From an optimization exercise on the open Yosys and OpenROAD flow, aimed at small area; shortcuts taken in it are not production practice.
In this exercise RTL edits were held to simulation tests only and were not proved equivalent to the original.
Power is estimated from default activity; no workload was simulated.

==> module dcache_top, before the edit <==
module dcache_top (
    input  logic        clk,
    input  logic        resetn,
    input  logic [1:0]  req_op,
    input  logic [31:0] req_addr,
    input  logic [31:0] req_wdata,
    input  logic [3:0]  req_strb,
    output logic        stall,
    output logic [31:0] rdata,
    output logic [31:0] ar_addr,
    output logic        ar_valid,
    input  logic        ar_ready,
    input  logic [31:0] r_data,
    input  logic        r_valid,
    input  logic        r_last,
    output logic [31:0] aw_addr,
    output logic        aw_valid,
    input  logic        aw_ready,
    output logic [31:0] w_data,
    output logic        w_valid,
    output logic        w_last,
    input  logic        b_valid
);
    localparam logic [2:0] st_idle = 3'd0;   
    localparam logic [2:0] st_aw   = 3'd1;   
    localparam logic [2:0] st_w    = 3'd2;   
    localparam logic [2:0] st_b    = 3'd3;   
    localparam logic [2:0] st_ar   = 3'd4;   
    localparam logic [2:0] st_r    = 3'd5;   
    localparam logic [2:0] st_fill = 3'd6;   
    logic [2:0]    state;
    logic [5:0]    dcnt;
    logic [1:0]    bcnt;
    logic [2047:0] dring;
    logic [415:0]  tring;
    logic [127:0]  fbuf;
    logic [31:0] head;
    logic [23:0] htag;
    logic        hdirty;
    logic        hvalid;
    logic [3:0]  idx;
    logic [5:0]  dcnt_nx;
    logic        nx_line;
    logic        nx_tag_ok;
    logic        nx_check;
    logic        swept;
    logic        hit_q;
    logic        miss_q;
    logic        done;
    logic        wr_now;
    logic        miss_now;
    logic        beat_slot;
    logic        drain;
    logic        fill_now;
    logic [31:0] head_in;
    logic [25:0] thead_in;
    logic [31:0] fb_in;
    logic        fb_en;
    assign head   = dring[31:0];
    assign htag   = tring[23:0];
    assign hdirty = tring[24];
    assign hvalid = tring[25];
    assign idx    = req_addr[7:4];
    assign dcnt_nx   = dcnt + 1'b1;
    assign nx_line   = (dcnt_nx[3:0] == idx);
    assign nx_tag_ok = tring[51] && (tring[49:26] == req_addr[31:8]);
    assign nx_check  = swept && (req_op != 2'd0) && nx_line;
    always_ff @(posedge clk) begin
        hit_q  <= nx_check && nx_tag_ok && (dcnt_nx[5:4] == req_addr[3:2]);
        miss_q <= nx_check && !nx_tag_ok;
    end
    assign done      = (state == st_idle) && hit_q;
    assign wr_now    = done && req_op[1];
    assign miss_now  = (state == st_idle) && miss_q;
    assign beat_slot = (dcnt == {bcnt, idx});
    assign drain     = (state == st_fill) && beat_slot;
    assign fill_now  = drain && (bcnt == 2'd3);
    assign stall = !done;
    assign rdata = head;
    assign ar_addr  = {req_addr[31:4], 4'd0};
    assign ar_valid = (state == st_ar);
    assign aw_addr  = {fbuf[127:104], idx, 4'd0};
    assign aw_valid = (state == st_aw);
    assign w_data   = head;
    assign w_valid  = (state == st_w) && beat_slot;
    assign w_last   = (bcnt == 2'd3);
    always_comb begin
        for (int b = 0; b < 4; b++) begin
            if (drain) begin
                head_in[8 * b +: 8] = fbuf[8 * b +: 8];
            end else if (wr_now && req_strb[b]) begin
                head_in[8 * b +: 8] = req_wdata[8 * b +: 8];
            end else begin
                head_in[8 * b +: 8] = head[8 * b +: 8];
            end
        end
    end
    assign thead_in = {swept && (hvalid || fill_now),
                       fill_now ? 1'b0 : (hdirty || wr_now),
                       fill_now ? req_addr[31:8] : htag};
    always_ff @(posedge clk) begin
        dring <= {head_in, dring[2047:32]};
        tring <= {thead_in, tring[415:26]};
    end
    assign fb_en = (state == st_idle) || r_valid || drain;
    assign fb_in = {(state == st_idle) ? htag : r_data[31:8], r_data[7:0]};
    always_ff @(posedge clk) begin
        if (fb_en) begin
            fbuf <= {fb_in, fbuf[127:32]};
        end
    end
    always_ff @(posedge clk) begin
        if (!resetn) begin
            state <= st_idle;
            swept <= 1'b0;
            dcnt  <= '0;
            bcnt  <= '0;
        end else begin
            dcnt <= dcnt_nx;
            if (&dcnt[3:0]) begin
                swept <= 1'b1;
            end
            if (w_valid || drain) begin
                bcnt <= bcnt + 1'b1;
            end
            case (state)
                st_idle: if (miss_now) state <= (hvalid && hdirty) ? st_aw : st_ar;
                st_aw:   if (aw_ready) state <= st_w;
                st_w:    if (beat_slot && bcnt == 2'd3) state <= st_b;
                st_b:    if (b_valid) state <= st_ar;
                st_ar:   if (ar_ready) state <= st_r;
                st_r:    if (r_valid && r_last) state <= st_fill;
                st_fill: if (fill_now) state <= st_idle;
                default: state <= st_idle;
            endcase
        end
    end
endmodule
clock: 8.0 ns
lec_check: 0
cap_margin: 20
core_margin: 2
core_utilization: 65
cts_buf_list: sky130_fd_sc_hd__clkbuf_8
cts_cluster_diameter: 60
cts_cluster_size: 20
place_density: 0.8
slew_margin: 20
standard.sh (not shown) runs the stock make flow with config.mk's settings and CLKGATE_MAP_FILE= SYNTH_SCRIPT=/design/flow/synth_recipe.tcl, a recipe that flattens the netlist after the stock synthesis.
==> flow/flow/run.sh <==
#!/bin/bash
# Standard ORFS layout (the standard.sh, unchanged synthesis), with two
# changes: the clock tree is built from clkbuf_8 without CTS dummy loads, and
# port buffers use buf_1. Each tool's output is logged under orfs/logs; the
# make output goes to flow_make.log in this folder.
set -euo pipefail
export CTS_ARGS="-sink_clustering_enable -repair_clock_nets -buf_list sky130_fd_sc_hd__clkbuf_8 -sink_clustering_size 20 -sink_clustering_max_diameter 60 -dont_use_dummy_load"
export BUFFER_PORTS_ARGS="-buffer_cell sky130_fd_sc_hd__buf_1"
bash standard.sh finish > flow_make.log 2>&1
==> next run, changes <==
--- a/flow/design.v
+++ b/flow/design.v
@@ -46,8 +46,9 @@
     logic        nx_check;
     logic        swept;
     logic        hit_q;
     logic        miss_q;
+    logic        line_q;
     logic        done;
     logic        wr_now;
     logic        miss_now;
     logic        beat_slot;
@@ -68,13 +69,14 @@
     assign nx_check  = swept && (req_op != 2'd0) && nx_line;
     always_ff @(posedge clk) begin
         hit_q  <= nx_check && nx_tag_ok && (dcnt_nx[5:4] == req_addr[3:2]);
         miss_q <= nx_check && !nx_tag_ok;
+        line_q <= nx_line;
     end
     assign done      = (state == st_idle) && hit_q;
     assign wr_now    = done && req_op[1];
     assign miss_now  = (state == st_idle) && miss_q;
-    assign beat_slot = (dcnt == {bcnt, idx});
+    assign beat_slot = line_q && (dcnt[5:4] == bcnt);   
     assign drain     = (state == st_fill) && beat_slot;
     assign fill_now  = drain && (bcnt == 2'd3);
     assign stall = !done;
     assign rdata = head;
@@ -84,18 +86,16 @@
     assign aw_valid = (state == st_aw);
     assign w_data   = head;
     assign w_valid  = (state == st_w) && beat_slot;
     assign w_last   = (bcnt == 2'd3);
+    logic [31:0] wmask;
+    logic [31:0] dmask;
     always_comb begin
         for (int b = 0; b < 4; b++) begin
-            if (drain) begin
-                head_in[8 * b +: 8] = fbuf[8 * b +: 8];
-            end else if (wr_now && req_strb[b]) begin
-                head_in[8 * b +: 8] = req_wdata[8 * b +: 8];
-            end else begin
-                head_in[8 * b +: 8] = head[8 * b +: 8];
-            end
+            wmask[8 * b +: 8] = {8{wr_now && req_strb[b]}};
         end
+        dmask   = {32{drain}};
+        head_in = (head & ~(wmask | dmask)) | (req_wdata & wmask) | (fbuf[31:0] & dmask);
     end
     assign thead_in = {swept && (hvalid || fill_now),
                        fill_now ? 1'b0 : (hdirty || wr_now),
                        fill_now ? req_addr[31:8] : htag};
=> The changed run completed with no timing, DRC or antenna violations; die area barely changes; cell area is about the same; non-clock buffer count grows by 1; register-to-register slack is worse by 0.09 ns; setup slack improved by 1.2 ns; total power went up by 1.3%; count of clock-buffer cells in the layout stays the same; final cell count shrinks by 0.79%; sequential power hardly moves; clock skew climbs by 0.017 ns; maximum frequency went up by 30%; utilization barely changes.

[static timing again, ports no longer ideal]
The results above use ideal ports. As a check the final layouts listed here were re-extracted and re-timed, cells and wires unchanged.
Step 1, drivers: a clkbuf_16 drives clk and a buf_2 each remaining input, both assumed.
Step 2 also shifts input and output timing later by t, the mid clock arrival at the registers, as if the neighbouring blocks saw the same clock.
a / b / c = no drivers / after step 1 / after step 2; a / b = the first two.
run | t (ns) | setup WS [ns] | worst register clock-pin slew, ns
the first run | 0.847 | 2.915 / 2.894 / 2.894 | 0.12 / 0.12
the second run | 0.843 | 4.096 / 4.039 / 3.977 | 0.12 / 0.12
After both steps setup and hold are still met in every run listed. For the second run, which loses most, drivers alone change the setup slack by -0.057 ns; drivers and shift together by -0.119 ns.
